Background: an optimization exercise with open tools, aiming at small area, a short achievable clock period and few clock cycles per item. Do not read the settings as production practice. Only simulation tests tie the RTL to the original design; equivalence was not proved. Power figures rest on the tool's default switching activity, not on a simulated workload.

[flow/config.mk]
export PLATFORM = sky130hd
export DESIGN_NAME = tpu_top
export DESIGN_NICKNAME = tpu_top
export VERILOG_FILES = /design/flow/design.v
export SDC_FILE = /design/flow/constraint.sdc
export NUM_CORES = 4
export LEC_CHECK = 0
export CAP_MARGIN = 20
export CORE_MARGIN = 2
export CORE_UTILIZATION = 40
export PLACE_DENSITY = 0.6
export SLEW_MARGIN = 20
[flow/constraint.sdc]
create_clock -name core_clock -period 5.0 [get_ports {clk}]
set_input_delay 1.0000 -clock core_clock [delete_from_list [all_inputs] [get_ports {clk}]]
set_output_delay 1.0000 -clock core_clock [all_outputs]
set_load 0.01 [all_outputs]
[flow/design.v]
package tpu_pkg;
        localparam int ARRAY_DIM  = 4;
        localparam int DATA_WIDTH = 8;
        localparam int DRAIN_STEPS = 2 * ARRAY_DIM;
        localparam int CNT_WIDTH = $clog2(DRAIN_STEPS + 1);
        typedef logic [DATA_WIDTH-1:0] elem_t;
        localparam int VEC_WIDTH = ARRAY_DIM * DATA_WIDTH;
        typedef logic [VEC_WIDTH-1:0] vec_t;
        typedef logic [CNT_WIDTH-1:0] cnt_t;
        typedef enum logic [2:0] {
                IDLE,
                LOAD,
                DRAIN,
                WRITE,
                DONE
        } tpu_state_t;
endpackage
`timescale 1ns/10ps
module tpu_pe
(
        input  logic  clk,
        input  logic  rst_n,
        input  logic  step,
        input  logic  clear,
        input  tpu_pkg::elem_t a_in,
        input  tpu_pkg::elem_t b_in,
        output tpu_pkg::elem_t a_out,
        output tpu_pkg::elem_t b_out,
        output tpu_pkg::elem_t acc
);
        tpu_pkg::elem_t prod;
        assign prod = tpu_pkg::elem_t'(a_in * b_in);
        always_ff @(posedge clk or negedge rst_n) begin
                if (!rst_n) begin
                        acc   <= '0;
                        a_out <= '0;
                        b_out <= '0;
                end else if (clear) begin
                        acc   <= '0;
                        a_out <= '0;
                        b_out <= '0;
                end else if (step) begin
                        acc   <= acc + prod;
                        a_out <= a_in;
                        b_out <= b_in;
                end
        end
endmodule
`timescale 1ns/10ps
module tpu_pe_array
(
        input  logic clk,
        input  logic rst_n,
        input  logic step,
        input  logic clear,
        input  tpu_pkg::vec_t a_skew,
        input  tpu_pkg::vec_t b_skew,
        input  tpu_pkg::cnt_t row_sel,
        output tpu_pkg::vec_t row_out
);
        localparam int N = tpu_pkg::ARRAY_DIM;
        localparam int W = tpu_pkg::DATA_WIDTH;
        logic [N-1:0][N:0][W-1:0]   a_link;
        logic [N:0][N-1:0][W-1:0]   b_link;
        logic [N-1:0][N-1:0][W-1:0] acc_grid;
        for (genvar e = 0; e < N; e++) begin : g_edge
                assign a_link[e][0] = a_skew[(N-1-e)*W +: W];
                assign b_link[0][e] = b_skew[(N-1-e)*W +: W];
        end
        for (genvar r = 0; r < N; r++) begin : g_row
                for (genvar c = 0; c < N; c++) begin : g_col
                        tpu_pe u_pe (
                                .clk   (clk),
                                .rst_n (rst_n),
                                .step  (step),
                                .clear (clear),
                                .a_in  (a_link[r][c]),
                                .b_in  (b_link[r][c]),
                                .a_out (a_link[r][c+1]),
                                .b_out (b_link[r+1][c]),
                                .acc   (acc_grid[r][c])
                        );
                end
        end
        always_comb begin
                row_out = '0;
                for (int i = 0; i < N; i++) begin
                        if (row_sel == tpu_pkg::cnt_t'(i)) begin
                                for (int j = 0; j < N; j++) begin
                                        row_out[(N-1-j)*W +: W] = acc_grid[i][j];
                                end
                        end
                end
        end
endmodule
`timescale 1ns/10ps
module tpu_skew_buffer
(
        input  logic clk,
        input  logic rst_n,
        input  logic step,
        input  logic feed,
        input  logic clear,
        input  tpu_pkg::vec_t lanes_in,
        output tpu_pkg::vec_t lanes_out
);
        localparam int N = tpu_pkg::ARRAY_DIM;
        localparam int W = tpu_pkg::DATA_WIDTH;
        tpu_pkg::vec_t lanes_gated;
        assign lanes_gated = feed ? lanes_in : '0;
        assign lanes_out[(N-1)*W +: W] = lanes_gated[(N-1)*W +: W];
        for (genvar g = 1; g < N; g++) begin : g_lane
                logic [g*W-1:0] line;
                always_ff @(posedge clk or negedge rst_n) begin
                        if (!rst_n) begin
                                line <= '0;
                        end else if (clear) begin
                                line <= '0;
                        end else if (step) begin
                                line <= {line, lanes_gated[(N-1-g)*W +: W]};
                        end
                end
                assign lanes_out[(N-1-g)*W +: W] = line[(g-1)*W +: W];
        end
endmodule
`timescale 1ns/10ps
module tpu_phase_counter
(
        input  logic       clk,
        input  logic       rst_n,
        input  tpu_pkg::tpu_state_t state,
        input  logic       step,
        input  logic       out_ready,
        output tpu_pkg::cnt_t       count,
        output logic       load_last,
        output logic       drain_last,
        output logic       write_last
);
        logic in_load;
        logic inc;
        logic phase_end;
        assign in_load = (state == tpu_pkg::IDLE) || (state == tpu_pkg::LOAD);
        assign inc = (state == tpu_pkg::WRITE) ? out_ready : step;
        assign load_last  = in_load && step && (count == tpu_pkg::cnt_t'(tpu_pkg::ARRAY_DIM - 1));
        assign drain_last = (state == tpu_pkg::DRAIN) && (count == tpu_pkg::cnt_t'(tpu_pkg::DRAIN_STEPS - 1));
        assign write_last = (state == tpu_pkg::WRITE) && out_ready &&
                            (count == tpu_pkg::cnt_t'(tpu_pkg::ARRAY_DIM - 1));
        assign phase_end = load_last || drain_last || write_last || (state == tpu_pkg::DONE);
        always_ff @(posedge clk or negedge rst_n) begin
                if (!rst_n) begin
                        count <= '0;
                end else if (phase_end) begin
                        count <= '0;
                end else if (inc) begin
                        count <= count + 1'b1;
                end
        end
endmodule
`timescale 1ns/10ps
module tpu_ctrl
(
        input  logic       clk,
        input  logic       rst_n,
        input  logic       in_valid,
        input  logic       out_ready,
        input  logic       load_last,
        input  logic       drain_last,
        input  logic       write_last,
        output tpu_pkg::tpu_state_t state,
        output logic       in_ready,
        output logic       out_valid,
        output logic       done,
        output logic       step,
        output logic       feed,
        output logic       clear
);
        tpu_pkg::tpu_state_t state_next;
        logic       in_beat;
        logic       out_beat;
        assign in_ready  = (state == tpu_pkg::IDLE) || (state == tpu_pkg::LOAD);
        assign out_valid = (state == tpu_pkg::WRITE);
        assign done      = (state == tpu_pkg::DONE);
        assign in_beat  = in_valid && in_ready;
        assign out_beat = out_valid && out_ready;
        assign step = in_beat || (state == tpu_pkg::DRAIN);
        assign feed = in_beat;
        assign clear = (state == tpu_pkg::DONE) ||
                       ((state == tpu_pkg::IDLE) && !in_beat);
        always_comb begin
                state_next = state;
                unique case (state)
                        tpu_pkg::IDLE: begin
                                if (in_beat) begin
                                        state_next = load_last ? tpu_pkg::DRAIN : tpu_pkg::LOAD;
                                end
                        end
                        tpu_pkg::LOAD: begin
                                if (load_last) begin
                                        state_next = tpu_pkg::DRAIN;
                                end
                        end
                        tpu_pkg::DRAIN: begin
                                if (drain_last) begin
                                        state_next = tpu_pkg::WRITE;
                                end
                        end
                        tpu_pkg::WRITE: begin
                                if (out_beat && write_last) begin
                                        state_next = tpu_pkg::DONE;
                                end
                        end
                        tpu_pkg::DONE: begin
                                state_next = tpu_pkg::IDLE;
                        end
                        default: begin
                                state_next = tpu_pkg::IDLE;
                        end
                endcase
        end
        always_ff @(posedge clk or negedge rst_n) begin
                if (!rst_n) begin
                        state <= tpu_pkg::IDLE;
                end else begin
                        state <= state_next;
                end
        end
endmodule
`timescale 1ns/10ps
module tpu_top
(
        input  logic clk,
        input  logic rst_n,
        input  logic in_valid,
        input  logic [31:0] a,
        input  logic [31:0] b,
        input  logic out_ready,
        output logic in_ready,
        output logic [31:0] out,
        output logic out_valid,
        output logic done
);
        tpu_pkg::tpu_state_t state;
        logic       step;
        logic       feed;
        logic       clear;
        tpu_pkg::cnt_t       count;
        logic       load_last;
        logic       drain_last;
        logic       write_last;
        tpu_pkg::vec_t       a_skew;
        tpu_pkg::vec_t       b_skew;
        tpu_ctrl u_ctrl (
                .clk        (clk),
                .rst_n      (rst_n),
                .in_valid   (in_valid),
                .out_ready  (out_ready),
                .load_last  (load_last),
                .drain_last (drain_last),
                .write_last (write_last),
                .state      (state),
                .in_ready   (in_ready),
                .out_valid  (out_valid),
                .done       (done),
                .step       (step),
                .feed       (feed),
                .clear      (clear)
        );
        tpu_phase_counter u_phase_counter (
                .clk        (clk),
                .rst_n      (rst_n),
                .state      (state),
                .step       (step),
                .out_ready  (out_ready),
                .count      (count),
                .load_last  (load_last),
                .drain_last (drain_last),
                .write_last (write_last)
        );
        tpu_skew_buffer u_skew_a (
                .clk       (clk),
                .rst_n     (rst_n),
                .step      (step),
                .feed      (feed),
                .clear     (clear),
                .lanes_in  (a),
                .lanes_out (a_skew)
        );
        tpu_skew_buffer u_skew_b (
                .clk       (clk),
                .rst_n     (rst_n),
                .step      (step),
                .feed      (feed),
                .clear     (clear),
                .lanes_in  (b),
                .lanes_out (b_skew)
        );
        tpu_pe_array u_pe_array (
                .clk     (clk),
                .rst_n   (rst_n),
                .step    (step),
                .clear   (clear),
                .a_skew  (a_skew),
                .b_skew  (b_skew),
                .row_sel (count),
                .row_out (out)
        );
endmodule
[flow/run.sh]
#!/bin/bash
# synth_recipe.tcl (not shown) runs the flow's synth.tcl, then flattens the netlist and writes it again
# the make line also repeats each setting of config.mk as NAME=value (left out here)
make -C /OpenROAD-flow-scripts/flow DESIGN_CONFIG=/design/flow/config.mk WORK_HOME=/design/flow/orfs CLKGATE_MAP_FILE= SYNTH_SCRIPT=/design/flow/synth_recipe.tcl finish
==> run notes <==
[critical path, delay by kind of cell]
family	cells	cell delay, ns
XOR/XNOR	2	0.48
adder cells (fa/ha/maj)	6	2.07
AND/OR/NAND/NOR	3	0.44
buffers and inverters	7	0.91
AO/OA/AOI/OAI	3	0.26
[synthesized netlist by cell type]
library cell / count / share of area [%]
nand2b_1: 2 / 0.036
o21ai_1: 31 / 0.45
o21ai_0: 41 / 0.60
ha_1: 276 / 10
nand2_1: 1026 / 11
clkbuf_2: 10 / 0.15
nand3_1: 59 / 0.86
xnor2_1: 236 / 6.0
a21oi_1: 332 / 4.8
nand2_2: 1 / 0.018
buf_4: 10 / 0.22
o211ai_1: 24 / 0.52
buf_2: 98 / 1.4
xor2_1: 49 / 1.2
a221o_1: 32 / 0.93
nand4_1: 1 / 0.018
nor3_1: 1 / 0.015
a211oi_1: 13 / 0.28
and3_1: 10 / 0.18
clkbuf_1: 91 / 0.99
nor2_1: 35 / 0.38
inv_1: 579 / 6.3
a21o_1: 34 / 0.74
a22o_1: 59 / 1.5
buf_1: 11 / 0.12
fa_1: 288 / 17
o22ai_1: 1 / 0.018
nor4b_2: 1 / 0.044
and4bb_4: 1 / 0.047
dfrtp_1: 423 / 31
a22oi_1: 4 / 0.087
nand2b_4: 1 / 0.040
and2_1: 158 / 2.9
xnor3_1: 3 / 0.20
a21oi_4: 1 / 0.047
a31oi_1: 1 / 0.018
nor2b_1: 4 / 0.073
[area by class of cell]
cell class	count	area, µm²	share of cell area [%]
Multi-Input combinational cell	2725	20700	54.0
Sequential cell	423	10600	27.6
Inverter	579	2170	5.67
Timing Repair Buffer	159	1630	4.25
Clock buffer	75	1500	3.91
Tap cell	1144	1430	3.73
Clock inverter	21	328	0.855
[cells by family after synthesis]
| family | after synthesis |
|---|---|
| simple gates | 1300 |
| buf+inv | 799 |
| fa+ha+maj | 564 |
| xor+xnor | 288 |
| flops | 423 |
| compound gates | 573 |
[power groups by stage]
stage / clock network (mW) / logic (mW) / registers [mW]
2_1_floorplan: 0 / 8.91 / 5.61
3_3_place_gp: 0 / 10.9 / 6.95
3_5_place_dp: 0 / 11.2 / 6.95
4_1_cts: 4.15 / 11.3 / 6.90
5_1_grt: 4.28 / 12.9 / 7.13
6_report: 4.05 / 11.1 / 6.91
[placed cells by master (no fill, tap or decap), types with 3 or more instances in the layout]
cell type / instances
xor2_1: 49
ha_1: 276
buf_4: 43
a22oi_1: 4
fa_1: 288
nor2_1: 33
o21ai_0: 41
clkbuf_1: 12
xnor3_1: 3
nor2b_1: 4
a21o_1: 33
a21oi_1: 332
a211oi_1: 13
o211ai_1: 24
nand3_1: 59
bufinv_16: 6
a22o_1: 59
and3_1: 10
a221o_1: 32
dfrtp_1: 423
and2_1: 157
xnor2_1: 236
clkinvlp_4: 4
buf_12: 14
inv_1: 579
clkinv_2: 6
nand2_1: 1024
clkbuf_16: 52
clkdlybuf4s50_1: 101
o21ai_1: 31
clkbuf_8: 11
[registers in the layout, summed over array words and instances, names as in the netlist]
register                           flops
u_ctrl.state                           3
u_pe_array.g_row.g_col.u_pe.a_out     96
u_pe_array.g_row.g_col.u_pe.acc      128
u_pe_array.g_row.g_col.u_pe.b_out     96
u_phase_counter.count                  4
u_skew_a.g_lane.line                  48
u_skew_b.g_lane.line                  48
[final timing paths]
kind	startpoint	to	slack (ns)	depth (start not counted)
hold reg to reg	u_skew_a.g_lane[2].line[5]	u_skew_a.g_lane[2].line[5]	0.50	1
min in group core_clock	u_skew_a.g_lane[2].line[5]	u_skew_a.g_lane[2].line[5]	0.50	1
hold / removal	rst_n	u_skew_a.g_lane[3].line[3]	0.37	1
setup / recovery	in_valid	u_pe_array.g_row[0].g_col[0].u_pe.acc[7]	0.33	21
setup reg to reg	u_ctrl.state[1]	u_pe_array.g_row[0].g_col[0].u_pe.acc[7]	0.70	14
max in group asynchronous	rst_n	u_pe_array.g_row[2].g_col[2].u_pe.acc[6]	3.56	2
[stage by stage]
stage	power [mW]	setup slack (ns)	hold WS [ns]
2_1_floorplan	14.5	0.0225	0.466
3_3_place_gp	17.9	-0.343	0.485
3_5_place_dp	18.1	-0.343	0.488
4_1_cts	22.3	0.337	0.381
5_1_grt	24.3	0.0318	0.411
6_report	22.1	0.327	0.368
[per-layer routing]
metal / global-route usage [%] / vias up
li1: - / 12300
met1: 29.8 / 12900
met2: 33.0 / 460
met3: 2.59 / 88
met4: 4.05 / 0
met5: 0 / -
==> flow_summary_export.csv <==
group,metric,value,unit
drt,met3_length,3570,µm
drt,wl_per_cell,17.2,µm
synth,synth_compound_area_share,10.0,%
finish,fillers,8430,
synth,syn-num-nets,4579,
finish,syn_to_final_growth,11.4,%
place,io_buffers,102,
synth,yosysSeqAreaShare,30.8,%
sta,tightest_slew,1.00,ns
cts,cts_buffers,52,
cts,hold_buffers,0,
critical_path,path_cells,"clkdlybuf4s50_1 -> nand2b_1 -> nor2_4 -> buf_12 -> nand3_1 -> fa_1 -> inv_1 -> ha_1 -> ha_1 -> inv_1 -> fa_1 -> inv_1 -> ha_1 -> inv_1 -> fa_1 -> inv_1 -> a21o_1 -> a21oi_1 -> xnor3_1 -> xnor2_1 -> o21ai_1",
pwr,power.internal,12.0,mW
place,gp_congestion,0.839,
synth,syn_area,34400,µm²
drt,ant_nets,0,
cts,cts_setup_buffers,0,
cts,clkSinkCount,423,
floorplan,die-area,88400,µm²
global_route,grt_usage,20.5,%
sta,fin_setup_tns,0,ns
critical_path,crit_required,5.49,ns
drt,first_iter_violations,1512,
critical_path,critPathMaxStageDelay,0.52,ns
global_route,grt_pass1_vias,26400,
critical_path,crit_type,"input port to flop",
critical_path,worstSetupEndpointType,"flop",
synth,synthAdderAreaFrac,26.8,%
cts,clock_path_buffers,3,
pwr,p_leak,18.6,nW
sta,relSlewSlack,33.0,%
critical_path,slowest_stage,"fa_1",
pwr,switching_share,45.4,%
synth,synth.area.mux_share,0,%
drt,wl_met2,41000,µm
sta,finalMaxSlewViolations,0,
global_route,antenna_found_initial,0,
pwr,power_density,575,nW/µm²
sta,layout_min_cycle_time,4.67,ns
pwr,power_frac_seq,31.3,%
pwr,p_sw,10.0,mW
floorplan,row_count,107,
critical_path,startpoint_type,"input port",
global_route,grt_max_degree,184,
pwr,ir_worst_vdd,0.377,mV
synth,synth_cell_types,37,
cts,cts_tree,"done",
finish,final_util,45.0,%
drt,drt-met1-wl,42100,µm
cts,clk_pin_slew,0.06,ns
cts,clock_latency,0.64,ns
drt,wl,88000,µm
outcome,outcome,"timing/DRC/antenna clean",
place,hpwl,64000,µm
synth,synth_top_family_by_area,"adder cells",
hold_path,hold_path_class,"input port to async pin",
synth,ys_ff_latch,423,
sta,rsz0062_at_grt,"false",
floorplan,die_x,297,µm
sta,finalSetupViolCount,0,
pwr,power_frac_clock,18.3,%
critical_path,crit_top_cell,"inv_1",
finish,antenna_cells,0,
drt,vias_per_cell,5.02,
global_route,grt_pass1_wl,148000,µm
place,dpl.cell_count,5030,
critical_path,critPathMaxFanout,9,
pwr,pwr-share-comb,50.3,%
synth,synth_xor_area_share,7.45,%
synth,yosys.area_share.simple,15.8,%
synth,ys_warn_count,5,
sta,clock.fmax,0.214,GHz
cts,cts_max_level,2,
drt,drtPass1Iterations,5,
place,dpl-instance-area,36500,µm²
floorplan,chipHeight,297,µm
sta,final.setup_skew,0.0339,ns
drt,top_layer,"met4",
floorplan,ios,103,
drt,vias,25700,
synth,syn_area_per_cell,8.72,µm²
sta,post-route-period-util,93.5,%
cts,cts_resized,0,
floorplan,core_area,85300,µm²
global_route,grt.overflow.total,0,
flow_run,maxCapViolCount,0,
floorplan,initial_utilization,40.4,%
cts,cts_root_buf,"clkbuf_16",
synth,synth_cells,3947,
finish,fin_area,38400,µm²
sta,finalHoldViolCount,0,
finish,fin_nets,4572,
finish,drive_above_1_share,3.84,%
critical_path,cp.arrival,5.17,ns
drt,drc,0,
finish,fin_cells,5126,
Testbench counts, summed over its fixed seeds: cycles 5,440, jobs 320.

re-timing with driven ports:
In the flow no input, the clock included, has a driving cell. The finished layout below was timed again as built, in two steps. Step 1: set_driving_cell puts a clkbuf_16 on clk and a buf_2 on each other input, an assumption about the parent block. Step 2 adds t to the input delays and takes it off the output delays; t is the mean of the earliest and latest rising clock arrival at the registers after step 1. Input paths then give back, and output paths get back, about the clock's delay inside the block. a / b / c = ideal / step 1 / step 2; a / b = the first two.
shift t [ns]: 0.690
setup slack, ns: 0.327 / 0.269 / -0.333
worst setup path after step 2: input to register
Met with ideal ports but missed after step 2: setup timing in this run. For this run, drivers alone change the setup slack by -0.058 ns; drivers and shift together by -0.660 ns.
